Context: an optimization exercise on an open-source flow, tuned for small area, a short achievable clock period and few clock cycles per item. The choices shown serve that exercise and are no tape-out recipe.
In this exercise RTL edits were held to simulation tests only and were not proved equivalent to the original.
Power figures rest on the tool's default switching activity, not on a simulated workload.

===== design/flow/standard.sh =====
#!/bin/bash
# synth_recipe.tcl (not shown) runs the flow's synth.tcl, then flattens the netlist and writes it again
# the make line also repeats each setting of config.mk as NAME=value (left out here)
make -C /OpenROAD-flow-scripts/flow DESIGN_CONFIG=/design/flow/config.mk WORK_HOME=/design/flow/orfs CLKGATE_MAP_FILE= SYNTH_SCRIPT=/design/flow/synth_recipe.tcl "${@:-finish}"

===== design/flow/constraint.sdc =====
create_clock -name core_clock -period 3.5 [get_ports {clk}]
set_input_delay 0.7000 -clock core_clock [delete_from_list [all_inputs] [get_ports {clk}]]
set_output_delay 0.7000 -clock core_clock [all_outputs]
set_load 0.01 [all_outputs]

===== design/flow/design.v =====
module matrix_mem_sequencer #(
  parameter int ADDR_W = 8,
  parameter int DATA_W = 256,
  parameter int RD_LAT = 2
) (
  input  logic              clk,
  input  logic              rst,
  input  logic              start,
  input  logic [ADDR_W-1:0] addr_a,
  input  logic [ADDR_W-1:0] addr_b,
  input  logic [ADDR_W-1:0] addr_c,
  output logic              busy,
  output logic              done,
  output logic [ADDR_W-1:0] ram_addr,
  output logic              ram_wren,
  output logic [DATA_W-1:0] ram_wdata,
  input  logic [DATA_W-1:0] ram_rdata,
  output logic [DATA_W-1:0] mat_a,
  output logic [DATA_W-1:0] mat_b,
  input  logic [DATA_W-1:0] mat_c
);
  localparam int DEPTH = 4;
  logic [ADDR_W-1:0] q_a   [DEPTH];
  logic [ADDR_W-1:0] q_b   [DEPTH];
  logic [ADDR_W-1:0] q_c   [DEPTH];
  logic [DEPTH-1:0]  q_v;
  logic [DEPTH-1:0]  q_ra;    
  logic [DEPTH-1:0]  q_rb;    
  logic [DEPTH-1:0]  q_ab;    
  logic [DEPTH-1:0]  q_fb;    
  logic [DEPTH-1:0]  q_h1b;   
  logic [DEPTH-1:0]  q_h2a;   
  logic [DEPTH-1:0]  q_h2b;   
  logic [DEPTH-1:0]  q_t1, q_t2, q_t3;
  logic [ADDR_W-1:0] r_lc1, r_lc2;    
  logic              r_lv1, r_lv2;
  logic              r_eval;          
  logic              r_busy;
  logic              r_done;
  logic              r_wren;
  logic [ADDR_W-1:0] r_addr;
  logic              p0_da, p0_db, p1_da, p1_db, p2_da, p2_db;
  logic              sa_c, sa_r, sb_c, sb_r;
  logic [DATA_W-1:0] r_a, r_b;
  logic [DEPTH-1:0] q_rem;
  assign q_rem = q_ra | q_rb;
  logic rd0, rd1, rd2, isa1, isa2, rdb1, rdb2, rd_en, rd_isa, rd_ab;
  assign isa1 = q_ra[1] && !q_t3[0];
  assign rdb1 = q_rb[1] && !q_h1b[1];
  assign isa2 = q_ra[2] && !q_t2[0] && !q_t3[1] && !q_h2a[2];
  assign rdb2 = q_rb[2] && !q_t3[0] && !q_h2b[2];
  assign rd0  = !r_eval && q_v[0] && q_rem[0];
  assign rd1  = !r_eval && q_v[1] && !q_rem[0] && (isa1 || rdb1);
  assign rd2  = !r_eval && q_v[2] && !q_rem[0] && !q_rem[1] && (isa2 || rdb2);
  assign rd_en  = rd0 || rd1 || rd2;
  assign rd_isa = (rd0 && q_ra[0]) || (rd1 && isa1) || (rd2 && isa2);
  assign rd_ab  = (rd0 && q_ra[0] && q_ab[0]) || (rd1 && isa1 && q_ab[1]) ||
                  (rd2 && isa2 && q_ab[2]);
  logic [ADDR_W-1:0] nx_addr;
  always_comb begin
    if (r_eval)        nx_addr = q_c[0];
    else if (q_rem[0]) nx_addr = q_ra[0] ? q_a[0] : q_b[0];
    else if (q_rem[1]) nx_addr = isa1 ? q_a[1] : q_b[1];
    else               nx_addr = isa2 ? q_a[2] : q_b[2];
  end
  logic             acc;
  logic [DEPTH-1:0] s_v, s_ra, s_rb, s_t1, s_t2, s_t3;   
  logic [DEPTH-1:0] slot_new;                           
  logic             n_fa, n_fb, n_ab, n_h2a, n_h2b;
  always_comb begin
    for (int i = 0; i < DEPTH; i++) begin
      if (i + 1 < DEPTH) begin
        s_v[i]  = r_eval ? q_v[i+1]  : q_v[i];
        s_ra[i] = r_eval ? q_ra[i+1] : q_ra[i];
        s_rb[i] = r_eval ? q_rb[i+1] : q_rb[i];
        s_t1[i] = r_eval ? q_t1[i+1] : q_t1[i];
        s_t2[i] = r_eval ? q_t2[i+1] : q_t2[i];
        s_t3[i] = r_eval ? q_t3[i+1] : q_t3[i];
      end else begin
        s_v[i]  = !r_eval && q_v[i];
        s_ra[i] = !r_eval && q_ra[i];
        s_rb[i] = !r_eval && q_rb[i];
        s_t1[i] = !r_eval && q_t1[i];
        s_t2[i] = !r_eval && q_t2[i];
        s_t3[i] = !r_eval && q_t3[i];
      end
    end
    for (int i = 0; i < DEPTH; i++)
      slot_new[i] = !s_v[i] && (i == 0 || s_v[(i == 0) ? 0 : i-1]);
  end
  assign acc   = start && !r_busy;
  assign n_fa  = r_lv1 && (addr_a == r_lc1);
  assign n_fb  = r_lv1 && (addr_b == r_lc1);
  assign n_ab  = (addr_a == addr_b);
  assign n_h2a = r_lv2 && (addr_a == r_lc2);
  assign n_h2b = r_lv2 && (addr_b == r_lc2);
  logic n_near;
  assign n_near = !s_v[1];
  logic e_next;
  assign e_next = r_eval ? (q_v[1] && !q_rem[1] && !q_t2[1])
                         : (q_v[0] && !q_rem[0] && !q_t2[0]);
  logic [DEPTH-1:0] n_v, n_ra, n_rb, n_t1, n_t2, n_t3, iss;
  always_comb begin
    iss = {1'b0, rd2, rd1, rd0};
    for (int i = 0; i < DEPTH; i++) begin
      n_v[i]  = s_v[i] || (acc && slot_new[i]);
      n_ra[i] = (acc && slot_new[i]) ? !n_fa : (s_ra[i] && !(iss[i] && rd_isa));
      n_rb[i] = (acc && slot_new[i]) ? (!(n_fb && !n_near) && !(n_ab && !n_fa))
                                     : (s_rb[i] && !(iss[i] && !rd_isa));
      n_t3[i] = iss[i];
      n_t2[i] = iss[i] || s_t3[i];
      n_t1[i] = iss[i] || s_t2[i];
    end
  end
  always_ff @(posedge clk) begin
    if (!rst) begin
      q_v    <= '0;
      q_ra   <= '0;
      q_rb   <= '0;
      q_t1   <= '0;
      q_t2   <= '0;
      q_t3   <= '0;
      r_lv1  <= 1'b0;
      r_lv2  <= 1'b0;
      r_eval <= 1'b0;
      r_busy <= 1'b0;
      r_done <= 1'b0;
      r_wren <= 1'b0;
      p0_da  <= 1'b0; p0_db <= 1'b0;
      p1_da  <= 1'b0; p1_db <= 1'b0;
      p2_da  <= 1'b0; p2_db <= 1'b0;
      sa_c   <= 1'b0; sa_r  <= 1'b0;
      sb_c   <= 1'b0; sb_r  <= 1'b0;
    end else begin
      q_v    <= n_v;
      q_ra   <= n_ra;
      q_rb   <= n_rb;
      q_t1   <= n_t1;
      q_t2   <= n_t2;
      q_t3   <= n_t3;
      if (acc) begin
        r_lv1 <= 1'b1;
        r_lv2 <= r_lv1;
      end
      r_eval <= e_next;
      r_busy <= n_v[DEPTH-1];
      r_done <= r_eval;
      r_wren <= r_eval;
      p0_da  <= rd_en && rd_isa;
      p0_db  <= rd_en && (!rd_isa || rd_ab);
      p1_da  <= p0_da; p1_db <= p0_db;
      p2_da  <= p1_da; p2_db <= p1_db;
      sa_c   <= e_next;
      sa_r   <= p1_da;
      sb_c   <= e_next && (r_eval ? (q_v[2] && q_fb[2]) : (q_v[1] && q_fb[1]));
      sb_r   <= p1_db;
    end
  end
  always_ff @(posedge clk) begin
    if (acc) begin
      r_lc1 <= addr_c;
      r_lc2 <= r_lc1;
    end
    for (int i = 0; i < DEPTH; i++) begin
      if (acc && slot_new[i]) begin
        q_a[i]   <= addr_a;
        q_b[i]   <= addr_b;
        q_c[i]   <= addr_c;
        q_ab[i]  <= n_ab && !n_fa;
        q_fb[i]  <= n_fb && !n_near;
        q_h1b[i] <= n_fb && n_near;
        q_h2a[i] <= n_h2a;
        q_h2b[i] <= n_h2b;
      end else if (r_eval) begin
        if (i + 1 < DEPTH) begin
          q_a[i]   <= q_a[i+1];
          q_b[i]   <= q_b[i+1];
          q_c[i]   <= q_c[i+1];
          q_ab[i]  <= q_ab[i+1];
          q_fb[i]  <= q_fb[i+1];
          q_h1b[i] <= q_h1b[i+1];
          q_h2a[i] <= q_h2a[i+1];
          q_h2b[i] <= q_h2b[i+1];
        end else begin
          q_fb[i]  <= 1'b0;
        end
      end
    end
    r_addr <= nx_addr;
  end
  always_ff @(posedge clk) begin
    if (sa_c)      r_a <= mat_c;
    else if (sa_r) r_a <= ram_rdata;
    if (sb_c)      r_b <= mat_c;
    else if (sb_r) r_b <= ram_rdata;
  end
  assign busy      = r_busy;
  assign done      = r_done;
  assign ram_addr  = r_addr;
  assign ram_wren  = r_wren;
  assign ram_wdata = r_a;
  assign mat_a     = r_a;
  assign mat_b     = r_b;
endmodule

===== design/flow/flow/run.sh =====
#!/bin/bash
# Standard ORFS layout with small port buffers: buf_1 on inputs, buf_2 on
# outputs. make's full output goes to standard_flow.log; each ORFS step also
# keeps its own log under orfs/logs.
set -euo pipefail
W=$(pwd)
export PRE_GLOBAL_PLACE_TCL=$W/flow/bufports.tcl
export BUFFER_PORTS_ARGS="-outputs -buffer_cell sky130_fd_sc_hd__buf_2"
if [[ -f $W/flow/pins.args ]]; then export PLACE_PINS_ARGS="$(cat $W/flow/pins.args)"; fi
bash standard.sh > $W/standard_flow.log 2>&1

===== design/flow/config.mk =====
export PLATFORM = sky130hd
export DESIGN_NAME = matrix_mem_sequencer
export DESIGN_NICKNAME = matrix_mem_sequencer
export VERILOG_FILES = /design/flow/design.v
export SDC_FILE = /design/flow/constraint.sdc
export NUM_CORES = 4
export LEC_CHECK = 0
export CAP_MARGIN = 20
export CORE_AREA = 3 3 457 457
export DIE_AREA = 0 0 460 460
export SLEW_MARGIN = 20

===== design/flow/flow/bufports.tcl =====
# Input ports get a small buffer here; the standard flow's buffer_ports call (BUFFER_PORTS_ARGS)
# buffers the outputs. dont_touch keeps remove_buffers from taking the input
# buffers out again before placement.
buffer_ports -inputs -buffer_cell sky130_fd_sc_hd__buf_1
foreach inst [get_cells input*] { set_dont_touch $inst }

==> metrics.md, run 1 <==
| Metric | Value |
|---|---|
| Status | `no timing/DRC/antenna violations` |
| DRC violations left | `0` |
| Num rows | `roughly 170` |
| Total of max-cap violations | `0` |
| Nets | `3,559` |
| Initial antenna violation count | `184` |
| Syn. warnings | `4` |
| Core Util, Final | `approximately a fifth` |
| GR Overflow Total | `0` |
| Psw | `slightly above 6 mW` |
| Startpoint Class | `register` |
| Hold slack | `roughly 0.12 ns` |
| R2R Setup Slk | `approximately 0.97 ns` |
| Worst Path Arrival | `~2.9 ns` |
| Max Buffers Root-to-Sink | `3` |
| Final hold violation count | `0` |
| Largest net degree at the start of global routing | `between 100 and 150` |
| Worst-path clk slew | `around 0.060 ns` |
| Switching Fraction | `between 20% and 30%` |
| Most common cell after layout, fill and taps aside | `buf_2` |
| Worst Path Max Fanout | `45` |
| Initial core utilization | `roughly 15%` |
| Die span in y | `roughly 460 um` |
| Routed wire length | `around 220,000 um` |
| Number of hold buffers added after cts | `0` |
| Pleak | `14.3 nW` |
| CTS Root Cell | `clkbuf_16` |
| Tot GR Track Use | `just over 20%` |
| Cells after synthesis | `1,922` |
| Reg-to-reg startpoint | `r_eval` |
| Worst Path Required | `3.85 ns` |
| Clock buffer count from CTS | `85` |
| Layout cells sized above 1 | `50.1%` |
| Final worst path period share | `~72%` |
| Clock Power Share | `a little over two fifths` |
| First-pass GRT wire length | `between 200,000 and 300,000 um` |
| Setup Skew | `0.0274 ns` |
| Main synth FF type | `edfxtp_1` |
| Commonest non-fill, non-tap cells in the layout | `buf_2 (779), edfxtp_1 (638), mux2_2 (565), buf_1 (537), nand2_1 (93)` |
| Post-Syn Area | `0.0307 mm^2` |
| Vias in the first global route | `between 20,000 and 25,000` |
| Setup TNS | `0 ns` |
| Drt via density | `a little under 4` |
| P_int | `between 15 and 20 mW` |
| Power per cell area | `approximately 530 mW/mm^2` |
| Routed vias | `around 23,000` |
| Syn avg cell area | `about 16 um^2` |
| Sequential fraction of the synthesis area | `64.8%` |
| Post-synth EDFFs | `638` |
| Clk latency of the worst-skew pair | `0.69 ns` |
| Fin crit period | `approximately 2.5 ns` |
| Peak supply drop | `approximately 0.00041 V` |
| Comb power frac | `approximately an eighth` |
| Max transition margin | `roughly a quarter` |
| Routability cong. | `between 0.9 and 1` |
| Post-cts resize count | `0` |
| Filler cells | `~22,000` |
| Sink Count | `674` |
| RSZ-0062 raised after global routing | `false` |
| Routed wire per std cell | `roughly 38 um` |
| Seq pwr share | `44.9%` |
| Syn Nets | `2,461` |
| Peak Freq | `about 400 MHz` |
| Post-DRT Antenna Nets | `0` |
| Synth async-reset ratio | `0%` |
| PnR worst setup slack | `between 0.9 and 1 ns` |
| Core ar. | `roughly 0.20 mm^2` |
| Number of distinct library cells after synthesis | `54` |
| Critical path class | `register to register` |
| Hold WC Path Type | `primary input to register` |
| Post-DP HPWL | `about 190,000 um` |
| Die width | `460 um` |
| CTS tree | `built` |
| H-tree level count | `3` |
| Crit. End Element | `register` |
| Initial DRC count | `2,204` |
| Port Buf Inserts | `approximately 1,300` |
| Synthesized flop and latch total | `674` |
| I/O pins | `between 1,000 and 1,500` |
| Synth-to-Final Area Change | `33.9%` |
| Pre-antenna DRT Iters | `6` |
| Post-CTS Setup Inserts | `0` |
| Setup Viol. Count Final | `0` |
| Dpl ws | `around 0.83 ns` |
| Hold path startpoint | `rst` |
| Slew Viols, Final | `0` |
| Crit. Startpoint | `r_eval` |
| DIE AREA | `between 0.2 and 0.25 mm^2` |
| Worst-Margin Slew | `1.15 ns` |
## state kept, by name, summed over array words and instances (netlist names), 2 cells and up
signal	count
r_lc1	8
q_fb	3
q_b	32
q_t3	3
q_h1b	3
q_c	32
q_h2b	2
r_a	256
r_addr	8
r_lc2	8
q_ra	4
q_rb	4
q_v	3
q_a	32
q_ab	4
q_h2a	2
q_t2	2
r_b	256
## critical path, stage by stage, from the launching register on
cell and delay, ns:
dfxtp_4 0.78, and2b_4 0.31, a21oi_4 0.23, nor3_4 0.07, buf_4 0.20, or2_2 0.57
## worst paths after layout
path / end / cells past startpoint
worst min-delay path: r_busy / 1
worst max-delay path: q_a[1][2] / 5
worst min register to register: p1_db / 1
worst max register to register: q_a[1][2] / 5
## metal layers
metal,wire [um],track usage (%),vias up
met5,751,0,-
met4,13300,10.5,114
met3,32200,12.2,521
met2,99300,31.1,1581
met1,77900,21.6,11600
li1,-,-,9206
## cell type report
type                            instances  area, um^2  share of cell area, %
Clock buffer                           96        2190                   5.33
Multi-Input combinational cell        886        8390                   20.4
Inverter                                3        11.3                 0.0274
Clock inverter                         60         647                   1.57
Sequential cell                       674       19900                   48.4
Antenna cell                           49         123                  0.298
Tap cell                             2688        3360                   8.19
Timing Repair Buffer                 1370        6480                   15.8
## power by group through the flow
stage / combinational (mW) / sequential (mW) / clock [mW]
after CTS: 2.93 / 9.77 / 9.38
after floorplan: 1.41 / 9.89 / 0
after global routing: 3.08 / 9.79 / 9.65
final: 2.90 / 9.77 / 9.10
after detailed placement: 2.91 / 9.93 / 0
after global placement: 2.88 / 9.93 / 0
## synth_stat cells, types with 6 or more instances
cell,instances,area [um^2]
clkbuf_1,20,75.1
a21oi_1,28,140
o21a_1,6,45.0
nor3_1,7,35.0
and2_1,12,75.1
nand2b_1,9,56.3
nor2_1,16,60.1
nand3_1,6,30.0
dfxtp_1,36,721
mux2_2,565,6360
mux2i_1,19,190
nand2_1,93,349
nor2b_1,17,106
xnor2_1,33,289
buf_4,267,2000
edfxtp_1,638,19200
buf_2,70,350
a221oi_1,8,70.1
o21ai_0,9,45.0
xor2_1,7,61.3
nand4_1,7,43.8
## per-stage QoR
| step | power [mW] | area [um^2] | cells |
|---|---|---|---|
| floorplan | 11.3 | 30700 | 1922 |
| global placement | 12.8 | 38100 | 5621 |
| detailed placement | 12.8 | 38100 | 5621 |
| CTS | 22.1 | 41000 | 5777 |
| global route | 22.5 | 41000 | 5799 |
| finish | 21.8 | 41100 | 5826 |
## logic make-up (layout without fill, tap and decap cells)
kind of cell              count (synthesis)  in the layout  share of synthesized area (%)
and+or+nand+nor                         187            187                           3.08
xor gates and xnor gates                 40             40                           1.14
DFF                                     674            674                           64.8
AOI/OAI and AO/OA                        71             71                           1.54
buffers and inverters                   362           1529                           7.98
muxes                                   588            588                           21.5
other                                     0             49                              0
Testbench counts, summed over its fixed seeds: cycles 8,227, items 3,200.
==> inputs of run 2 (changes only) <==
==> design/flow/flow/run.sh (replaced) <==
#!/bin/bash
# Standard ORFS layout with small port buffers (buf_1 on inputs, buf_2 on
# outputs) and the five datapath pins of each bit placed side by side.
# make's full output goes to standard_flow.log; each ORFS step also keeps its
# own log under orfs/logs.
set -euo pipefail
W=$(pwd)
export PRE_GLOBAL_PLACE_TCL=$W/flow/bufports.tcl
export BUFFER_PORTS_ARGS="-outputs -buffer_cell sky130_fd_sc_hd__buf_2"
args="-min_distance 1 -min_distance_in_tracks"
for i in $(seq 0 255); do
  args="$args -group_pins {mat_c[$i] ram_rdata[$i] mat_a[$i] ram_wdata[$i] mat_b[$i]}"
done
export PLACE_PINS_ARGS="$args"
bash standard.sh > $W/standard_flow.log 2>&1
--- a/design/flow/config.mk
+++ b/design/flow/config.mk
@@ -6,6 +6,7 @@
 export NUM_CORES = 4
 export LEC_CHECK = 0
 export CAP_MARGIN = 20
-export CORE_AREA = 3 3 457 457
-export DIE_AREA = 0 0 460 460
+export CORE_AREA = 3 3 317 317
+export DIE_AREA = 0 0 320 320
+export SETUP_SLACK_MARGIN = 1.3
 export SLEW_MARGIN = 20
==> metrics.md, run 2 <==
| Metric | Value |
|---|---|
| Status | `no timing/DRC/antenna violations` |
| Setup Skew | `0.0202 ns (-0.00723 ns)` |
| R2r endpoint | `p0_da` |
| Hold Path Depth | `1 (unchanged)` |
| DIE AREA | `0.102 mm^2 (-52%)` |
| Routability cong. | `0.858 (-10%)` |
| Clock buffer count from CTS | `78 (-8.2%)` |
| Post-DP HPWL | `68,600 um (-65%)` |
| Number of distinct library cells after synthesis | `54 (unchanged)` |
| Core ar. | `0.0973 mm^2 (-52%)` |
| Num rows | `114 (-31%)` |
| Worst Path Arrival | `2.62 ns (-0.26 ns)` |
| Synth-to-Final Area Change | `26.5%` |
| Core Util, Final | `39.9% (+20 points)` |
| Startpoint Class | `register` |
| Routed wire length | `94,400 um (-58%)` |
| I/O pins | `1,318 (unchanged)` |
| Fin cells | `4,387 (-25%)` |
| Switching Fraction | `24.4% (-3.6 points)` |
| Tot GR Track Use | `16.9% (-3.3 points)` |
| Max transition margin | `32.3% (+8.8 points)` |
| Most frequent cells after synthesis | `edfxtp_1 (638), mux2_2 (565), buf_4 (267)` |
| Largest net degree at the start of global routing | `130 (+19%)` |
| Psw | `4.87 mW (-20%)` |
| Synth area leader | `edfxtp_1` |
| Seq pwr share | `48.5% (+3.6 points)` |
| P_int | `15.1 mW (-3.9%)` |
| CTS Root Cell | `clkbuf_16` |
| Post-synth top area share | `62.4% (unchanged)` |
| Hold path startpoint | `rst` |
| Top-count cell post-synth | `edfxtp_1` |
| Pleak | `14.0 nW (-2.0%)` |
| Fin crit period | `2.10 ns (-0.425 ns)` |
| Worst Path Max Fanout | `12 (-73%)` |
| Post-synth EDFFs | `638 (unchanged)` |
| RSZ-0062 raised after global routing | `false` |
| Drt via density | `4.73 (+20%)` |
| Most common cell after layout, fill and taps aside | `buf_2` |
| Worst Path Buf+Inv | `0 (-1)` |
| Commonest non-fill, non-tap cells in the layout | `buf_2 (779), edfxtp_1 (638), mux2_2 (565), buf_1 (537), nand2_1 (93)` |
| Cells after synthesis | `1,922 (unchanged)` |
| Clock Power Share | `39.7% (-2.1 points)` |
| Critical Path, Cell by Cell | `or2_1 -> nor4_4 -> and2_1 -> a211o_1 -> nor2b_1` |
| Worst-Margin Slew | `1.02 ns (-0.132 ns)` |
| DRC violations left | `0 (unchanged)` |
| Peak Freq | `476 MHz (+20%)` |
| R2r worst-path depth | `5 (unchanged)` |
| Area of the multi-input gates | `0.00841 mm^2 (+0.31%)` |
| Hold WC Path Type | `primary input to register` |
| Port Buf Inserts | `1,316 (unchanged)` |
| Setup TNS | `0 ns (unchanged)` |
| Comb power frac | `11.8% (-1.5 points)` |
| First-pass GRT wire length | `129,000 um (-52%)` |
| GR Overflow Total | `0 (unchanged)` |
| Die width | `320 um (-30%)` |
| Worst Path Required | `4.01 ns (+0.16 ns)` |
| Max Buffers Root-to-Sink | `3 (unchanged)` |
| Routed wire per std cell | `21.5 um (-44%)` |
| Reg-to-reg startpoint | `q_rb[1]` |
| CTS tree | `built` |
| Clk latency of the worst-skew pair | `0.63 ns (-0.06 ns)` |
| Syn. warnings | `4 (unchanged)` |
| Sequential fraction of the synthesis area | `64.8% (unchanged)` |
| Hold EP | `r_lv1` |
| Synth async-reset ratio | `0% (unchanged)` |
| Initial core utilization | `31.6% (+17 points)` |
| Final hold violation count | `0 (unchanged)` |
| Crit path max-delay family | `simple AND/OR/NAND/NOR gates` |
| Post-Syn Area | `0.0307 mm^2 (unchanged)` |
| Synth top area cells | `edfxtp_1 (62%), mux2_2 (21%), buf_4 (6.5%), dfxtp_1 (2.3%), buf_2 (1.1%)` |
| Filler cells | `9,347 (-58%)` |
| Vias in the first global route | `19,700 (-9.5%)` |
| Slew Viols, Final | `0 (unchanged)` |
| Total of max-cap violations | `0 (unchanged)` |
| Initial antenna violation count | `63 (-66%)` |
| Slowest Stage Delay on Critical Path | `0.69 ns (-0.09 ns)` |
| Layout cells sized above 1 | `49.5% (-0.62 points)` |
| Nets | `3,530 (-0.81%)` |
| Crit. End Element | `register` |
| R2R Setup Slk | `1.40 ns (+0.43 ns)` |
| Number of hold buffers added after cts | `0 (unchanged)` |
| Power per cell area | `514 mW/mm^2 (-3.1%)` |
| Die span in y | `320 um (-30%)` |
| Worst-path clk slew | `0.06 ns (about the same)` |
| Hold slack | `0.207 ns (+0.0909 ns)` |
| Routed vias | `20,700 (-9.8%)` |
| Setup Viol. Count Final | `0 (unchanged)` |
| Post-DRT Antenna Nets | `0 (unchanged)` |
| Slowest CP cell | `dfxtp_1` |
| Final worst path period share | `60.1% (-12 points)` |
| Syn avg cell area | `16.0 um^2 (unchanged)` |
| Critical path class | `register to register` |
| Synthesized flop and latch total | `674 (unchanged)` |
| Initial DRC count | `1,529 (-31%)` |
| Peak supply drop | `0.000412 V (+0.23%)` |
| Regs by FF count | `r_a x256, r_b x256` |
| Cell Count Post-Placement | `4,185 (-26%)` |
| Sink Count | `674 (unchanged)` |
| Syn Nets | `2,461 (unchanged)` |
| H-tree level count | `3 (unchanged)` |
| Main synth FF type | `edfxtp_1` |
| Reg area | `0.0199 mm^2 (unchanged)` |
| Pre-antenna DRT Iters | `7 (+1)` |
[run 2: final cells by class]
| type | instances | share of cell area (%) |
|---|---|---|
| antenna | 62 | 0.400 |
| clock buffer | 94 | 5.28 |
| clock inverter | 44 | 1.06 |
| timing repair buffer | 1347 | 16.2 |
| tap | 1276 | 4.11 |
| multi-input combinational | 887 | 21.7 |
| inverter | 3 | 0.0290 |
| sequential | 674 | 51.2 |
[run 2: worst max path at each step]
stage | cells past startpoint | from | slack (ns) | end
global placement | 6 | start | 0.84 | q_c[2][5]
detailed placement | 6 | start | 0.80 | q_c[2][6]
CTS | 4 | r_eval | 1.30 | q_a[0][7]
floorplan | 4 | r_eval | 0.49 | r_a[0]
finish | 5 | q_rb[1] | 1.40 | p0_da
global route | 6 | r_eval | 1.32 | q_a[1][6]
[run 2: cell families (layout without fill, tap and decap cells)]
family / count (synthesis) / in the layout / share of synthesized area [%]
other: 0 / 62 / 0
DFF: 674 / 674 / 64.8
and+or+nand+nor: 187 / 188 / 3.08
xor gates and xnor gates: 40 / 40 / 1.14
muxes: 588 / 588 / 21.5
AOI/OAI and AO/OA: 71 / 71 / 1.54
buffers and inverters: 362 / 1488 / 7.98
[run 2: what timing repair did]
item	in CTS	in global routing
buffers inserted	0	1
gates resized for setup	6	4
setup endpoints to repair	130	99
pin swaps	0	0
gates cloned	0	1
endpoints found under the hold margin	0	0
[run 2: layer usage]
metal  GRT usage [%]  wire length (um)
met4            16.4              9410
met2            27.1             45100
met3            4.92              7330
met5               0                30
met1            17.7             32500
[run 2: power groups by stage]
stage	clock network [mW]	logic [mW]	registers [mW]
2_1_floorplan	0	1.42	9.89
5_1_grt	8.45	2.55	9.70
6_report	7.92	2.35	9.67
4_1_cts	8.13	2.36	9.68
3_3_place_gp	0	2.32	9.84
3_5_place_dp	0	2.34	9.84
[run 2: through the flow]
stage               worst slack, ns  cell area, um^2  total power [mW]
floorplan                     0.486            30700              11.3
global placement              0.842            36200              12.2
detailed placement            0.799            36200              12.2
CTS                            1.30            38600              20.2
global route                   1.32            38800              20.7
finish                         1.40            38800              19.9
==> inputs of run 3 (changes only) <==
--- a/design/flow/config.mk
+++ b/design/flow/config.mk
@@ -8,5 +8,5 @@
 export CAP_MARGIN = 20
 export CORE_AREA = 3 3 317 317
 export DIE_AREA = 0 0 320 320
-export SETUP_SLACK_MARGIN = 1.3
+export SETUP_SLACK_MARGIN = 1.7
 export SLEW_MARGIN = 20
==> metrics.md, run 3 <==
| Metric | Value |
|---|---|
| Status | `no timing/DRC/antenna violations` |
| I/O pins | `1,318 (unchanged)` |
| Routed vias | `21,300 (+2.6%)` |
| Clock Power Share | `38.5% (-1.2 points)` |
| Seq pwr share | `48.3% (-0.2 points)` |
| Simple-Gate Fraction of Synth Area | `3.08% (unchanged)` |
| RSZ-0062 raised after global routing | `true` |
| Syn Nets | `2,461 (unchanged)` |
| Comb power frac | `13.2% (+1.4 points)` |
| Core ar. | `0.0973 mm^2 (unchanged)` |
| Top-count cell post-synth | `edfxtp_1` |
| Routed wire length | `101,000 um (+6.7%)` |
| Post-synthesis mux area share | `21.5% (unchanged)` |
| Clk latency of the worst-skew pair | `0.62 ns (about the same)` |
| H-tree level count | `3 (unchanged)` |
| R2R Setup Slk | `1.66 ns (+0.26 ns)` |
| Regs by FF count | `r_a x256, r_b x256` |
| Power, Total | `20.1 mW (+0.55%)` |
| Post-DP HPWL | `69,400 um (+1.1%)` |
| Worst-Margin Slew | `0.652 ns (-0.363 ns)` |
| Setup Skew | `0.0268 ns (+0.00659 ns)` |
| Synth-to-Final Area Change | `30.3%` |
| Sequential fraction of the synthesis area | `64.8% (unchanged)` |
| Clock buffer count from CTS | `77 (-1.3%)` |
| Psw | `4.91 mW (+0.81%)` |
| Fin cells | `4,448 (+1.4%)` |
| Initial DRC count | `1,488 (-2.7%)` |
| Total of max-cap violations | `0 (unchanged)` |
| CTS tree | `built` |
| Number of hold buffers added after cts | `0 (unchanged)` |
| Vias in the first global route | `20,400 (+4.0%)` |
| Post-Synth XOR/XNOR Area | `1.14% (unchanged)` |
| Main synth FF type | `edfxtp_1` |
| PnR worst setup slack | `1.52 ns (+0.127 ns)` |
| Peak supply drop | `0.000388 V (-5.9%)` |
| DIE AREA | `0.102 mm^2 (unchanged)` |
| Power per cell area | `501 mW/mm^2 (-2.4%)` |
| Most common cell after layout, fill and taps aside | `buf_2` |
| DRC violations left | `0 (unchanged)` |
| Routed wire per std cell | `22.6 um (+5.2%)` |
| Number of distinct library cells after synthesis | `54 (unchanged)` |
| Synth area leader | `edfxtp_1` |
| Worst Path Arrival | `1.28 ns (-1.34 ns)` |
| Critical Path, Cell by Cell | `buf_2` |
| Switching Fraction | `24.5% (+0.063 points)` |
| Port Buf Inserts | `1,316 (unchanged)` |
| Worst Path Required | `2.80 ns (-1.21 ns)` |
| P_int | `15.1 mW (+0.46%)` |
| Synth top area cells | `edfxtp_1 (62%), mux2_2 (21%), buf_4 (6.5%), dfxtp_1 (2.3%), buf_2 (1.1%)` |
| Pre-antenna DRT Iters | `5 (-2)` |
| Max transition margin | `56.5% (+24 points)` |
| Tot GR Track Use | `18.1% (+1.2 points)` |
| Worst Path Max Fanout | `2 (-10)` |
| Largest family of logic cells by synthesized area | `multiplexers` |
| Num rows | `114 (unchanged)` |
| Final hold violation count | `0 (unchanged)` |
| Layout cells sized above 1 | `50.9% (+1.4 points)` |
| Synthesized flop and latch total | `674 (unchanged)` |
| Placed Area | `0.0363 mm^2 (+0.41%)` |
| Routability cong. | `0.864 (+0.64%)` |
| CTS Root Cell | `clkbuf_16` |
| Initial core utilization | `31.6% (unchanged)` |
| Crit path max-delay family | `flip-flops` |
| Commonest non-fill, non-tap cells in the layout | `buf_2 (735), edfxtp_1 (638), mux2_2 (546), buf_1 (537), nand2_1 (91)` |
| First-pass GRT wire length | `137,000 um (+6.1%)` |
| Drt via density | `4.78 (+1.2%)` |
| Slowest Stage Delay on Critical Path | `0.47 ns (-0.22 ns)` |
| Startpoint Class | `register` |
| Cells after synthesis | `1,922 (unchanged)` |
| Finished Cell Area | `0.0400 mm^2 (+3.0%)` |
| Sink Count | `674 (unchanged)` |
| Most frequent cells after synthesis | `edfxtp_1 (638), mux2_2 (565), buf_4 (267)` |
| Post-DRT Antenna Nets | `0 (unchanged)` |
| Cell Count Post-Placement | `4,192 (+0.17%)` |
| GR Overflow Total | `0 (unchanged)` |
| Pleak | `14.6 nW (+3.9%)` |
| Initial antenna violation count | `59 (-6.3%)` |
| Crit. End Element | `output pin` |
| Fin crit period | `1.98 ns (-0.127 ns)` |
| Die width | `320 um (unchanged)` |
| Synth Area in Compound Gates | `1.54% (unchanged)` |
| Dpl ws | `0.953 ns (+0.155 ns)` |
| Syn avg cell area | `16.0 um^2 (unchanged)` |
| Setup TNS | `0 ns (unchanged)` |
| Synth async-reset ratio | `0% (unchanged)` |
| Hold WC Path Type | `primary input to register` |
| Slew Viols, Final | `0 (unchanged)` |
| Post-Syn Area | `0.0307 mm^2 (unchanged)` |
| Final worst path period share | `56.4% (-3.6 points)` |
| Largest net degree at the start of global routing | `136 (+4.6%)` |
| Nets | `3,591 (+1.7%)` |
| Worst Path Buf+Inv | `1 (+1)` |
| Post-synth top area share | `62.4% (unchanged)` |
| Die span in y | `320 um (unchanged)` |
| Setup Viol. Count Final | `0 (unchanged)` |
| Slowest CP cell | `edfxtp_1` |
| Max Buffers Root-to-Sink | `3 (unchanged)` |
| Synthesized-area fraction occupied by adder cells | `0% (unchanged)` |
| Post-synth EDFFs | `638 (unchanged)` |
| Peak Freq | `506 MHz (+6.4%)` |
| Worst-path clk slew | `0.06 ns (about the same)` |
| Syn. warnings | `4 (unchanged)` |
| Critical path class | `register to output pin` |
==> run 3: cell counts after synthesis <==
No cell type changed its count.
==> run 3: timing repair <==
action	CTS	global route
pin swaps	7	4
cloned	12	5
resized for setup	62	81
setup buffers	24	16
setup endpoints to repair	1546	994
==> run 3: metal layers <==
metal | wire [um] | vias to the layer above | global-route usage [%]
met1 | 34400 | 10300 | 18.6
li1 | - | 9298 | -
met5 | 12 | - | 0
met4 | 9480 | 2 | 16.6
met3 | 7580 | 464 | 5.10
met2 | 49200 | 1267 | 29.8
==> run 3: path summary, 6_finish.rpt <==
kind | start | end | depth (start not counted)
worst max-delay path | r_a[250] | mat_a[250] | 1
worst min-delay path | rst | r_busy | 1
worst max register to register | r_eval | q_c[1][1] | 7
worst min register to register | p1_db | sb_r | 1
==> run 3: cells by family (layout without fill, tap and decap cells) <==
kind of cell,after synthesis,count (layout)
buffers and inverters,362,1543
xor gates and xnor gates,40,40
DFF,674,674
other,0,59
and+or+nand+nor,187,197
AOI/OAI and AO/OA,71,71
muxes,588,588
==> run 3: final cells by class <==
class                           count  area (um^2)
Clock buffer                      106         2110
Timing Repair Buffer             1400         7300
Clock inverter                     34          273
Sequential cell                   674        19900
Fill cell                        9229        57300
Multi-Input combinational cell    896         8640
Antenna cell                       59          148
Tap cell                         1276         1600
Inverter                            3         23.8
==> run 3: through the flow <==
stage | util [%] | hold WS (ns)
after detailed placement | 37.3 | 0.420
after CTS | 40.4 | 0.137
after global placement | 37.3 | 0.415
after floorplan | - | 0.412
after global routing | 41.1 | 0.154
final | 41.1 | 0.210
==> run 3: power by group through the flow <==
stage / registers (mW) / logic (mW) / clock network, mW
after floorplan: 9.89 / 1.44 / 0
after global placement: 9.83 / 2.36 / 0
after detailed placement: 9.83 / 2.38 / 0
after CTS: 9.67 / 2.58 / 7.94
after global routing: 9.71 / 2.85 / 8.23
final: 9.68 / 2.66 / 7.72
==> inputs of run 4 (changes only) <==
--- a/design/flow/config.mk
+++ b/design/flow/config.mk
@@ -7,6 +7,8 @@
 export LEC_CHECK = 0
 export CAP_MARGIN = 20
 export CORE_AREA = 3 3 317 317
+export CTS_CLUSTER_DIAMETER = 60
+export CTS_CLUSTER_SIZE = 24
 export DIE_AREA = 0 0 320 320
-export SETUP_SLACK_MARGIN = 1.7
+export SETUP_SLACK_MARGIN = 1.5
 export SLEW_MARGIN = 20
==> metrics.md, run 4 <==
| Metric | Value |
|---|---|
| Syn avg cell area | `16.0 um^2 (unchanged)` |
| Num rows | `114 (unchanged)` |
| Vias in the first global route | `19,800 (-3.3%)` |
| Initial DRC count | `1,243 (-16%)` |
| Layout cells sized above 1 | `50.2% (-0.64 points)` |
| Setup TNS | `0 ns (unchanged)` |
| Peak supply drop | `0.000541 V (+40%)` |
| Top-count cell post-synth | `edfxtp_1` |
| Pre-antenna DRT Iters | `5 (unchanged)` |
| Reg area | `0.0199 mm^2 (about the same)` |
| Synth async-reset ratio | `0% (unchanged)` |
| Synthesized flop and latch total | `674 (unchanged)` |
| GR Overflow Total | `0 (unchanged)` |
| Max Buffers Root-to-Sink | `3 (unchanged)` |
| Clock buffer count from CTS | `66 (-14%)` |
| Synth top area cells | `edfxtp_1 (62%), mux2_2 (21%), buf_4 (6.5%), dfxtp_1 (2.3%), buf_2 (1.1%)` |
| H-tree level count | `3 (unchanged)` |
| Routed wire per std cell | `21.6 um (-4.5%)` |
| Drt via density | `4.73 (-1.1%)` |
| Post-Syn Area | `0.0307 mm^2 (unchanged)` |
| Setup Skew | `0.0355 ns (+0.00867 ns)` |
| Area of the multi-input gates | `0.00842 mm^2 (-2.5%)` |
| Crit. End Element | `register` |
| Post-synth EDFFs | `638 (unchanged)` |
| CTS Root Cell | `clkbuf_16` |
| Syn Nets | `2,461 (unchanged)` |
| Setup Viol. Count Final | `0 (unchanged)` |
| RSZ-0062 raised after global routing | `true` |
| Peak Freq | `498 MHz (-1.7%)` |
| Commonest non-fill, non-tap cells in the layout | `buf_2 (778), edfxtp_1 (638), mux2_2 (565), buf_1 (537), nand2_1 (93)` |
| Synth area leader | `edfxtp_1` |
| Post-DP HPWL | `68,200 um (-1.7%)` |
| Core Util, Final | `40.1% (-1.0 points)` |
| Slew Viols, Final | `0 (unchanged)` |
| Syn. warnings | `4 (unchanged)` |
| DRC violations left | `0 (unchanged)` |
| Cells after synthesis | `1,922 (unchanged)` |
| Post-DRT Antenna Nets | `0 (unchanged)` |
| Regs by FF count | `r_a x256, r_b x256` |
| Die width | `320 um (unchanged)` |
| Final worst path period share | `57.4% (+0.96 points)` |
| Clk latency of the worst-skew pair | `0.63 ns (about the same)` |
| Routed vias | `20,700 (-2.6%)` |
| Sink Count | `674 (unchanged)` |
| Hold WC Path Type | `primary input to register` |
| Filler cells | `9,351 (+1.3%)` |
| Sequential fraction of the synthesis area | `64.8% (unchanged)` |
| Core ar. | `0.0973 mm^2 (unchanged)` |
| Worst Path Max Fanout | `115 (+113)` |
| Max transition margin | `33.5% (-23 points)` |
| Worst-Margin Slew | `0.998 ns (+0.346 ns)` |
| Fin crit period | `2.01 ns (+0.0336 ns)` |
| Power per cell area | `508 mW/mm^2 (+1.4%)` |
| Post-synth top area share | `62.4% (unchanged)` |
| Die span in y | `320 um (unchanged)` |
| Number of distinct library cells after synthesis | `54 (unchanged)` |
| Largest net degree at the start of global routing | `128 (-5.9%)` |
| Total of max-cap violations | `0 (unchanged)` |
| Final hold violation count | `0 (unchanged)` |
| Worst-path clk slew | `0.07 ns (about the same)` |
| Status | `no timing/DRC/antenna violations` |
| Worst Path Arrival | `2.37 ns (+1.09 ns)` |
| Most frequent cells after synthesis | `edfxtp_1 (638), mux2_2 (565), buf_4 (267)` |
| CTS tree | `built` |
| Initial core utilization | `31.6% (unchanged)` |
| Routed wire length | `94,700 um (-6.0%)` |
| Startpoint Class | `register` |
| DIE AREA | `0.102 mm^2 (unchanged)` |
| Pleak | `14.1 nW (-3.4%)` |
| Routability cong. | `0.888 (+2.7%)` |
| Main synth FF type | `edfxtp_1` |
| Worst Path Required | `3.86 ns (+1.06 ns)` |
| I/O pins | `1,318 (unchanged)` |
| Synth-to-Final Area Change | `27.0%` |
| Initial antenna violation count | `63 (+6.8%)` |
| Fin cells | `4,382 (-1.5%)` |
| Cell Count Post-Placement | `4,188 (-0.095%)` |
| Nets | `3,528 (-1.8%)` |
| Tot GR Track Use | `17.0% (-1.0 points)` |
| First-pass GRT wire length | `131,000 um (-4.6%)` |
| Number of hold buffers added after cts | `0 (unchanged)` |
| Most common cell after layout, fill and taps aside | `buf_2` |
| Critical path class | `register to register` |
| Hold slack | `0.229 ns (+0.0198 ns)` |
| Port Buf Inserts | `1,316 (unchanged)` |
==> run 4: final timing paths <==
check,from,to,cells past startpoint,slack (ns)
max,sb_c,r_b[37],2,1.49
min,rst,q_t2[1],2,0.23
max reg2reg,sb_c,r_b[37],2,1.49
min reg2reg,p0_da,p1_da,1,0.44
==> run 4: metrics by stage <==
stage / power (mW) / area, um^2 / setup WS, ns
2_1_floorplan: 11.3 / 30800 / 0.486
3_3_place_gp: 12.2 / 36200 / 1.01
3_5_place_dp: 12.2 / 36200 / 1.01
4_1_cts: 20.1 / 38800 / 1.47
5_1_grt: 20.6 / 39000 / 1.45
6_report: 19.8 / 39000 / 1.49
==> run 4: report_power, final <==
| part | switching [mW] | internal (mW) | total (mW) | leakage, nW |
|---|---|---|---|---|
| sequential | 0.250 | 9.41 | 9.66 | 6.11 |
| clock | 3.60 | 4.18 | 7.77 | 1.14 |
| combinational | 1.29 | 1.11 | 2.39 | 6.83 |
| total | 5.13 | 14.7 | 19.8 | 14.1 |
==> run 4: cell families after synthesis <==
| kind of cell | after synthesis | share of synthesized area [%] |
|---|---|---|
| multiplexers | 588 | 21.5 |
| buffers and inverters | 362 | 7.98 |
| AND/OR/NAND/NOR | 187 | 3.08 |
| AO/OA/AOI/OAI | 71 | 1.54 |
| flip-flops | 674 | 64.8 |
| XOR/XNOR | 40 | 1.14 |
==> run 4: final cells by class <==
type,count,area share (%)
Antenna cell,65,0.417
Clock buffer,71,4.39
Clock inverter,49,1.72
Inverter,3,0.0417
Multi-Input combinational cell,887,21.6
Sequential cell,674,51.0
Tap cell,1276,4.09
Timing Repair Buffer,1357,16.7
==> run 4: what timing repair did <==
item / CTS / global route
gates cloned: 3 / 0
setup buffers: 5 / 1
endpoints found under the hold margin: 0 / 0
gates resized for setup: 7 / 6
endpoints found under the setup margin: 571 / 317
pin swaps: 1 / 1
==> run 4: critical path, stage by stage, from the launching register on <==
cell and delay [ns]:
dfxtp_4 0.64, buf_12 0.50, mux2_2 0.42
==> run 4: per-layer routing <==
| metal | track usage [%] | part of all wire [%] | vias to the layer above |
|---|---|---|---|
| met4 | 15.6 | 9.2 | 2 |
| met2 | 28.2 | 49 | 1218 |
| met3 | 4.94 | 7.6 | 439 |
| met1 | 17.4 | 34 | 9929 |
| li1 | - | - | 9146 |
| met5 | 0 | 0.014 | - |
==> inputs of run 5 (changes only) <==
==> design/flow/config.mk (replaced) <==
export PLATFORM = sky130hd
export DESIGN_NAME = matrix_mem_sequencer
export DESIGN_NICKNAME = matrix_mem_sequencer
export VERILOG_FILES = /design/flow/design.v
export SDC_FILE = /design/flow/constraint.sdc
export NUM_CORES = 4
export LEC_CHECK = 0
export CAP_MARGIN = 20
export CORE_AREA = 3 3 267 267
export DIE_AREA = 0 0 270 270
export SETUP_SLACK_MARGIN = 1.5
export SLEW_MARGIN = 20
==> metrics.md, run 5 <==
| Metric | Value |
|---|---|
| Port Buf Inserts | `1,316 (unchanged)` |
| Fail Step | `global routing (5_1_grt)` |
| CTS Root Cell | `clkbuf_16` |
| Most frequent cells after synthesis | `edfxtp_1 (638), mux2_2 (565), buf_4 (267)` |
| Simple-Gate Fraction of Synth Area | `3.08% (unchanged)` |
| Cells after synthesis | `1,922 (unchanged)` |
| Syn Nets | `2,461 (unchanged)` |
| Main synth FF type | `edfxtp_1` |
| Placed Area | `0.0357 mm^2 (-1.5%)` |
| I/O pins | `1,318 (unchanged)` |
| Synth top area cells | `edfxtp_1 (62%), mux2_2 (21%), buf_4 (6.5%), dfxtp_1 (2.3%), buf_2 (1.1%)` |
| Die span in y | `270 um (-16%)` |
| Initial core utilization | `44.6% (+13 points)` |
| Max Buffers Root-to-Sink | `3 (unchanged)` |
| Post-DP HPWL | `79,900 um (+17%)` |
| Status | `did not finish` |
| Post-synthesis mux area share | `21.5% (unchanged)` |
| Tot GR Track Use | `between 20% and 30%` |
| Sequential fraction of the synthesis area | `64.8% (unchanged)` |
| Synthesized-area fraction occupied by adder cells | `0% (unchanged)` |
| Synth area leader | `edfxtp_1` |
| Die width | `270 um (-16%)` |
| Top-count cell post-synth | `edfxtp_1` |
| Post-Synth XOR/XNOR Area | `1.14% (unchanged)` |
| Post-Syn Area | `0.0307 mm^2 (unchanged)` |
| Largest family of logic cells by synthesized area | `multiplexers` |
| First-pass GRT wire length | `155,000 um` |
| Error | `[ERROR GRT-0116] Global routing finished with congestion. Check the congestion regions in the DRC Viewer.` |
| Vias in the first global route | `roughly 23,000` |
| Post-synth top area share | `62.4% (unchanged)` |
| Synth Area in Compound Gates | `1.54% (unchanged)` |
| GR Overflow Total | `1` |
| Post-synth EDFFs | `638 (unchanged)` |
| Synth async-reset ratio | `0% (unchanged)` |
| Syn. warnings | `4 (unchanged)` |
| Sink Count | `674 (unchanged)` |
| Syn avg cell area | `16.0 um^2 (unchanged)` |
| Clock buffer count from CTS | `73 (+11%)` |
| H-tree level count | `3 (unchanged)` |
| Synthesized flop and latch total | `674 (unchanged)` |
| Num rows | `96 (-16%)` |
| Routability cong. | `1.01 (+14%)` |
| Largest net degree at the start of global routing | `97` |
| Number of distinct library cells after synthesis | `54 (unchanged)` |
run 5: cell counts after synthesis:
Identical to the previous run, type by type.
run 5: kinds of logic after synthesis:
logic type / after synthesis
xor gates and xnor gates: 40
and+or+nand+nor: 187
muxes: 588
buffers and inverters: 362
AOI/OAI and AO/OA: 71
DFF: 674
run 5: how the worst max path moves through the flow:
stage / cells past startpoint / to / slack (ns)
floorplan: 4 / r_a[0] / 0.49
global placement: 5 / q_c[0][4] / 0.79
detailed placement: 5 / q_c[0][4] / 0.72
CTS: 3 / r_a[175] / 1.45
run 5: layer usage:
layer / GRT overflow / global-route usage [%]
met1: 0 / 31.3
met2: 1 / 45.1
met3: 0 / 10.3
met4: 0 / 26.1
met5: 0 / 1.18
run 5: per-stage QoR:
step / std cells / setup WS (ns)
2_1_floorplan: 1922 / 0.486
3_3_place_gp: 3843 / 0.787
3_5_place_dp: 3843 / 0.718
4_1_cts: 3975 / 1.45
run 5: timing repair:
action                                  CTS
hold buffers                              0
setup buffers                             4
gates cloned                              4
resized for setup                        21
endpoints found under the setup margin  466
endpoints found under the hold margin     0
pin swaps                                 1
run 5: power groups by stage:
stage / registers (mW) / logic (mW) / clock network, mW
floorplan: 9.89 / 1.42 / 0
CTS: 9.70 / 2.42 / 7.43
detailed placement: 9.86 / 2.36 / 0
global placement: 9.85 / 2.33 / 0
==> inputs of run 6 (changes only) <==
--- a/design/flow/flow/run.sh
+++ b/design/flow/flow/run.sh
@@ -6,6 +6,7 @@
 set -euo pipefail
 W=$(pwd)
 export PRE_GLOBAL_PLACE_TCL=$W/flow/bufports.tcl
+export POST_GLOBAL_PLACE_TCL=$W/flow/unbuf.tcl
 export BUFFER_PORTS_ARGS="-outputs -buffer_cell sky130_fd_sc_hd__buf_2"
 args="-min_distance 1 -min_distance_in_tracks"
 for i in $(seq 0 255); do
==> design/flow/flow/unbuf.tcl (new file) <==
# The input buffers were dont_touch only to survive remove_buffers; clear it
# so later steps treat them like any cell, and tie their supply pins with the
# platform's global connections.
foreach inst [get_cells input*] { unset_dont_touch $inst }
global_connect
--- a/design/flow/config.mk
+++ b/design/flow/config.mk
@@ -6,7 +6,9 @@
 export NUM_CORES = 4
 export LEC_CHECK = 0
 export CAP_MARGIN = 20
-export CORE_AREA = 3 3 267 267
-export DIE_AREA = 0 0 270 270
+export CORE_AREA = 3 3 317 317
+export CTS_CLUSTER_DIAMETER = 50
+export CTS_CLUSTER_SIZE = 30
+export DIE_AREA = 0 0 320 320
 export SETUP_SLACK_MARGIN = 1.5
 export SLEW_MARGIN = 20
==> metrics.md, run 6 <==
| Metric | Value |
|---|---|
| Reg-to-reg startpoint | `sb_c` |
| Post-synth EDFFs | `638 (unchanged)` |
| Pre-antenna DRT Iters | `7` |
| Tot GR Track Use | `between 15 and 20%` |
| Post-Syn Area | `0.0307 mm^2 (unchanged)` |
| Syn. warnings | `4 (unchanged)` |
| R2r endpoint | `r_b[160]` |
| CTS Root Cell | `clkbuf_16` |
| Crit. End Element | `register` |
| Synth top area cells | `edfxtp_1 (62%), mux2_2 (21%), buf_4 (6.5%), dfxtp_1 (2.3%), buf_2 (1.1%)` |
| First-pass GRT wire length | `~130,000 um` |
| Finished Cell Area | `0.0396 mm^2` |
| Initial antenna violation count | `slightly above 60` |
| Syn avg cell area | `16.0 um^2 (unchanged)` |
| Clock buffer count from CTS | `87 (+19%)` |
| Number of hold buffers added after cts | `0 (unchanged)` |
| Worst Path Arrival | `between 2 and 2.5 ns` |
| I/O pins | `1,318 (unchanged)` |
| Worst-path clk slew | `0.06 ns` |
| RSZ-0062 raised after global routing | `true` |
| Hold Path Depth | `1` |
| Layout cells sized above 1 | `50.8%` |
| Hold EP | `r_done` |
| Synth-to-Final Area Change | `29.1%` |
| Nets | `between 3,000 and 4,000` |
| Synth async-reset ratio | `0% (unchanged)` |
| Top-count cell post-synth | `edfxtp_1` |
| Post-DP HPWL | `68,200 um (-15%)` |
| Slowest Stage Delay on Critical Path | `between 0.6 and 0.7 ns` |
| Fin cells | `4,427` |
| Most common cell after layout, fill and taps aside | `buf_2` |
| CTS tree | `built` |
| Power per cell area | `about 540 mW/mm^2` |
| Hold path startpoint | `rst` |
| Hold WC Path Type | `primary input to register` |
| Power, Total | `around 21 mW` |
| Peak supply drop | `0.000435 V` |
| Vias in the first global route | `20,100` |
| Critical Path, Cell by Cell | `buf_16 -> mux2_2` |
| GR Overflow Total | `0` |
| Total of max-cap violations | `0` |
| Slew Viols, Final | `0` |
| Cell Count Post-Placement | `4,188 (+9.0%)` |
| Most frequent cells after synthesis | `edfxtp_1 (638), mux2_2 (565), buf_4 (267)` |
| H-tree level count | `3 (unchanged)` |
| Filler cells | `9,304` |
| Number of distinct library cells after synthesis | `54 (unchanged)` |
| Slowest CP cell | `dfxtp_4` |
| Sequential fraction of the synthesis area | `64.8% (unchanged)` |
| Setup Viol. Count Final | `0` |
| Routed vias | `around 21,000` |
| Critical path class | `register to register` |
| Worst Path Max Fanout | `115` |
| Largest net degree at the start of global routing | `roughly 130` |
| DIE AREA | `a little over 0.1 mm^2` |
| Drt via density | `roughly 4.7` |
| Synthesized flop and latch total | `674 (unchanged)` |
| Status | `no timing/DRC/antenna violations` |
| Die span in y | `320 um (+19%)` |
| Final hold violation count | `0` |
| Num rows | `114 (+19%)` |
| Placed Area | `0.0362 mm^2 (+1.5%)` |
| Post-synth top area share | `62.4% (unchanged)` |
| Post-DRT Antenna Nets | `0` |
| Setup Skew | `around 0.029 ns` |
| Routed wire length | `95,300 um` |
| Clk latency of the worst-skew pair | `roughly 0.65 ns` |
| Synth area leader | `edfxtp_1` |
| Syn Nets | `2,461 (unchanged)` |
| Core ar. | `just under 0.1 mm^2` |
| Max Buffers Root-to-Sink | `3 (unchanged)` |
| Port Buf Inserts | `1,316 (unchanged)` |
| Initial core utilization | `31.6% (-13 points)` |
| R2r worst-path depth | `2` |
| Routed wire per std cell | `roughly 22 um` |
| DRC violations left | `0` |
| Commonest non-fill, non-tap cells in the layout | `buf_2 (777), edfxtp_1 (638), mux2_2 (565), buf_1 (537), nand2_1 (93)` |
| Die width | `320 um (+19%)` |
| Worst Path Required | `between 3 and 4 ns` |
| Pleak | `between 10 and 15 nW` |
| Cells after synthesis | `1,922 (unchanged)` |
| Main synth FF type | `edfxtp_1` |
| Fin crit period | `around 2.0 ns` |
| Setup TNS | `0 ns` |
| Max transition margin | `36.6%` |
| Worst-Margin Slew | `0.951 ns` |
| Peak Freq | `~500 MHz` |
| Regs by FF count | `r_a x256, r_b x256` |
| Startpoint Class | `register` |
| Initial DRC count | `around 1,300` |
| Sink Count | `674 (unchanged)` |
| Final worst path period share | `57.0%` |
| R2R Setup Slk | `around 1.5 ns` |
run 6: cell counts after synthesis:
Identical to the previous run, type by type.
run 6: repair_timing:
item,CTS,global route
buffers inserted,5,1
cloned,3,0
setup endpoints to repair,712,374
pin swaps,1,1
resized for setup,7,9
endpoints found under the hold margin,0,0
run 6: report_power, final:
group	switching, mW	internal, mW
Clock	3.85	5.32
Combinational	1.29	1.10
Sequential	0.250	9.42
Total	5.39	15.8
run 6: worst max-delay path: cells and delay by family (launching register included):
| family | cells | cell delay (ns) |
|---|---|---|
| buffers and inverters | 1 | 0.43 |
| multiplexers | 1 | 0.42 |
| flip-flops | 1 | 0.64 |
run 6: cells by family (layout without fill, tap and decap cells):
kind of cell,after synthesis,after routing,share of synthesized area [%]
mux,588,588,21.5
compound gates,71,71,1.54
xor+xnor,40,40,1.14
flops,674,674,64.8
simple gates,187,189,3.08
buf+inv,362,1522,7.98
other cells,0,67,0
run 6: worst max-delay path by stage:
stage / slack (ns) / startpoint / endpoint
after CTS: 1.46 / r_a[226] / mat_a[226]
after global routing: 1.45 / r_a[78] / mat_a[78]
final: 1.50 / sb_c / r_b[160]
after detailed placement: 1.01 / addr_a[7] / q_ab[2]
after global placement: 1.01 / addr_a[7] / q_ab[2]
after floorplan: 0.49 / r_eval / r_a[0]
run 6: cell type report:
cell class / count / area, um^2 / share of cell area (%)
Antenna cell: 67 / 168 / 0.423
Clock buffer: 96 / 2230 / 5.63
Timing Repair Buffer: 1356 / 6510 / 16.4
Sequential cell: 674 / 19900 / 50.2
Clock inverter: 67 / 781 / 1.97
Inverter: 3 / 16.3 / 0.0411
Multi-Input combinational cell: 888 / 8430 / 21.3
Tap cell: 1276 / 1600 / 4.03
run 6: per-layer routing:
metal | global-route usage (%) | up-vias | share of wire [%]
met5 | 0 | - | 0.014
met4 | 16.7 | 2 | 9.7
met3 | 4.98 | 449 | 7.5
met2 | 28.1 | 1254 | 49
met1 | 17.5 | 9968 | 34
li1 | - | 9219 | -
run 6: metrics by stage:
step           worst slack (ns)  util [%]  hold slack (ns)
2_1_floorplan             0.486         -            0.412
3_3_place_gp               1.01      37.3            0.417
3_5_place_dp               1.01      37.3            0.422
4_1_cts                    1.46      40.5            0.127
5_1_grt                    1.45      40.7            0.142
6_report                   1.50      40.7            0.193
==> inputs of run 7 (changes only) <==
--- a/design/flow/config.mk
+++ b/design/flow/config.mk
@@ -7,8 +7,6 @@
 export LEC_CHECK = 0
 export CAP_MARGIN = 20
 export CORE_AREA = 3 3 317 317
-export CTS_CLUSTER_DIAMETER = 50
-export CTS_CLUSTER_SIZE = 30
 export DIE_AREA = 0 0 320 320
 export SETUP_SLACK_MARGIN = 1.5
 export SLEW_MARGIN = 20
==> metrics.md, run 7 <==
| Metric | Value |
|---|---|
| Status | `no timing/DRC/antenna violations` |
| Synth-to-Final Area Change | `27.8%` |
| Setup Viol. Count Final | `0 (unchanged)` |
| Core Util, Final | `40.3% (-0.41 points)` |
| Initial DRC count | `1,296 (-2.3%)` |
| H-tree level count | `3 (unchanged)` |
| Critical Path, Cell by Cell | `buf_2` |
| R2r worst-path depth | `2 (unchanged)` |
| Initial core utilization | `31.6% (unchanged)` |
| Area of the multi-input gates | `0.00842 mm^2 (-0.10%)` |
| Clock buffer count from CTS | `78 (-10%)` |
| Max transition margin | `32.7% (-3.9 points)` |
| Top-count cell post-synth | `edfxtp_1` |
| Routed wire per std cell | `21.7 um (+1.0%)` |
| Worst-Margin Slew | `1.01 ns (+0.0582 ns)` |
| DRC violations left | `0 (unchanged)` |
| Peak Freq | `505 MHz (+0.78%)` |
| Number of hold buffers added after cts | `0 (unchanged)` |
| Commonest non-fill, non-tap cells in the layout | `buf_2 (779), edfxtp_1 (638), mux2_2 (565), buf_1 (537), nand2_1 (93)` |
| Hold WC Path Type | `primary input to register` |
| Worst-path clk slew | `0.06 ns (about the same)` |
| Post-Syn Area | `0.0307 mm^2 (unchanged)` |
| Main synth FF type | `edfxtp_1` |
| R2R Setup Slk | `1.52 ns (+0.02 ns)` |
| Tot GR Track Use | `17.2% (about the same)` |
| Clk latency of the worst-skew pair | `0.63 ns (-0.02 ns)` |
| Worst Path Max Fanout | `2 (-98%)` |
| CTS Root Cell | `clkbuf_16` |
| Post-DP HPWL | `68,200 um (unchanged)` |
| Core ar. | `0.0973 mm^2 (unchanged)` |
| Most common cell after layout, fill and taps aside | `buf_2` |
| Final worst path period share | `56.6% (-0.44 points)` |
| Hold EP | `q_t2[1]` |
| GR Overflow Total | `0 (unchanged)` |
| DIE AREA | `0.102 mm^2 (unchanged)` |
| Power, Total | `20.5 mW (-3.5%)` |
| Routed vias | `20,900 (-0.081%)` |
| Port Buf Inserts | `1,316 (unchanged)` |
| Max Buffers Root-to-Sink | `3 (unchanged)` |
| Cells after synthesis | `1,922 (unchanged)` |
| Post-synth top area share | `62.4% (unchanged)` |
| Filler cells | `9,289 (-0.16%)` |
| Reg area | `0.0199 mm^2 (unchanged)` |
| Die width | `320 um (unchanged)` |
| Setup TNS | `0 ns (unchanged)` |
| Peak supply drop | `0.000435 V (about the same)` |
| Synthesized flop and latch total | `674 (unchanged)` |
| RSZ-0062 raised after global routing | `true` |
| Slowest CP cell | `edfxtp_1` |
| Syn. warnings | `4 (unchanged)` |
| I/O pins | `1,318 (unchanged)` |
| Worst Path Arrival | `1.28 ns (-1.09 ns)` |
| Vias in the first global route | `20,000 (-0.25%)` |
| Crit path max-delay family | `flip-flops` |
| Hold Path Depth | `2 (+1)` |
| Hold path startpoint | `rst` |
| Worst Path Buf+Inv | `1 (unchanged)` |
| Num rows | `114 (unchanged)` |
| First-pass GRT wire length | `132,000 um (-0.19%)` |
| Crit. End Element | `output pin` |
| Routed wire length | `95,600 um (+0.33%)` |
| Fin crit period | `1.98 ns (-0.0153 ns)` |
| Synth async-reset ratio | `0% (unchanged)` |
| Regs by FF count | `r_a x256, r_b x256` |
| Slew Viols, Final | `0 (unchanged)` |
| Critical path class | `register to output pin` |
| Synth top area cells | `edfxtp_1 (62%), mux2_2 (21%), buf_4 (6.5%), dfxtp_1 (2.3%), buf_2 (1.1%)` |
| PnR worst setup slack | `1.52 ns (+0.0153 ns)` |
| Syn Nets | `2,461 (unchanged)` |
| Synth area leader | `edfxtp_1` |
| Startpoint Class | `register` |
| Initial antenna violation count | `57 (-8.1%)` |
| Largest net degree at the start of global routing | `128 (unchanged)` |
| Final hold violation count | `0 (unchanged)` |
| Syn avg cell area | `16.0 um^2 (unchanged)` |
| Pre-antenna DRT Iters | `8 (+1)` |
| Number of distinct library cells after synthesis | `54 (unchanged)` |
| CTS tree | `built` |
| Power per cell area | `522 mW/mm^2 (-2.5%)` |
| Drt via density | `4.75 (+0.60%)` |
| Crit. Startpoint | `r_a[82]` |
| Sequential fraction of the synthesis area | `64.8% (unchanged)` |
| Slowest Stage Delay on Critical Path | `0.47 ns (-0.17 ns)` |
| Most frequent cells after synthesis | `edfxtp_1 (638), mux2_2 (565), buf_4 (267)` |
| Worst Path Required | `2.80 ns (-1.07 ns)` |
| Nets | `3,541 (-0.23%)` |
| Die span in y | `320 um (unchanged)` |
| Total of max-cap violations | `0 (unchanged)` |
| R2r endpoint | `r_b[154]` |
| Layout cells sized above 1 | `49.8% (-0.97 points)` |
| Setup Skew | `0.0241 ns (-0.00522 ns)` |
| Sink Count | `674 (unchanged)` |
| Pleak | `14.2 nW (-1.2%)` |
| Post-synth EDFFs | `638 (unchanged)` |
| Post-DRT Antenna Nets | `0 (unchanged)` |
| Reg-to-reg startpoint | `sb_c` |
| Dpl ws | `1.01 ns (unchanged)` |
run 7: cell counts after synthesis:
No cell type changed its count.
run 7: worst max-delay path by stage:
stage / to / depth (start not counted)
floorplan: r_a[0] / 4
global placement: q_ab[2] / 6
detailed placement: q_ab[2] / 6
CTS: mat_a[30] / 1
global route: r_b[12] / 2
finish: ram_wdata[82] / 1
run 7: area by class of cell:
class / instances / area share [%]
timing repair buffer: 1358 / 16.7
clock buffer: 99 / 5.36
clock inverter: 43 / 1.33
multi-input combinational: 887 / 21.5
inverter: 3 / 0.0415
tap: 1276 / 4.07
sequential: 674 / 50.7
antenna: 57 / 0.364
run 7: metal layers:
metal  global-route usage (%)  vias up  routed length, um
met5                        0        -                 13
met4                     16.4        2               9150
met3                     4.94      472               6960
met2                     28.2     1262              46800
met1                     17.6     9971              32600
li1                         -     9168                  -
run 7: power breakdown:
part / switching [mW] / internal (mW) / total, mW
clock: 3.33 / 5.08 / 8.41
sequential: 0.250 / 9.42 / 9.67
combinational: 1.29 / 1.11 / 2.40
run 7: timing repair:
| item | CTS | global route |
|---|---|---|
| pin swaps | 1 | 2 |
| setup endpoints to repair | 612 | 363 |
| resized for setup | 7 | 6 |
| setup buffers | 6 | 1 |
| cloned | 3 | 0 |
run 7: kinds of logic (layout without fill, tap and decap cells):
family          after synthesis  after routing  synth area share [%]
compound gates               71             71                  1.54
xor+xnor                     40             40                  1.14
buf+inv                     362           1503                  7.98
flops                       674            674                  64.8
mux                         588            588                  21.5
other cells                   0             57                     0
simple gates                187            188                  3.08
run 7: stage by stage:
step	hold slack (ns)	std cells	area, um^2
2_1_floorplan	0.412	1922	30800
3_3_place_gp	0.417	4188	36200
3_5_place_dp	0.422	4188	36200
4_1_cts	0.133	4339	39000
5_1_grt	0.151	4395	39200
6_report	0.210	4397	39200

## what the ideal ports hide
No port has a modelled driver above. Below, the same layouts with a new extraction and two added sets of constraints.
Step 1, drivers: a clkbuf_16 drives clk and a buf_2 each remaining input, both assumed.
Step 2, shift: input delay + t, output delay - t, t = (earliest + latest rising clock arrival at the registers) / 2. This alone moves slack from input paths to output paths.
Three values: ideal ports, drivers, drivers and shift; two values: the first two.
run | t (ns) | slack for setup (ns) | hold slack, ns | worst setup path after step 2
run 1 | 0.772 | 0.972 / 0.972 / 0.768 | 0.116 / 0.255 / 0.429 | input to register
run 2 | 0.679 | 1.397 / 1.397 / 1.001 | 0.207 / 0.368 / 0.429 | input to register
run 3 | 0.671 | 1.525 / 1.467 / 1.151 | 0.210 / 0.373 / 0.431 | input to register
run 4 | 0.667 | 1.491 / 1.461 / 0.972 | 0.229 / 0.372 / 0.436 | input to register
run 6 | 0.694 | 1.504 / 1.452 / 0.960 | 0.193 / 0.349 / 0.434 | input to register
run 7 | 0.677 | 1.519 / 1.459 / 1.003 | 0.210 / 0.371 / 0.431 | input to register
After both steps setup and hold are still met in every run listed. For run 6, which loses most, drivers alone change the setup slack by -0.052 ns; drivers and shift together by -0.544 ns.
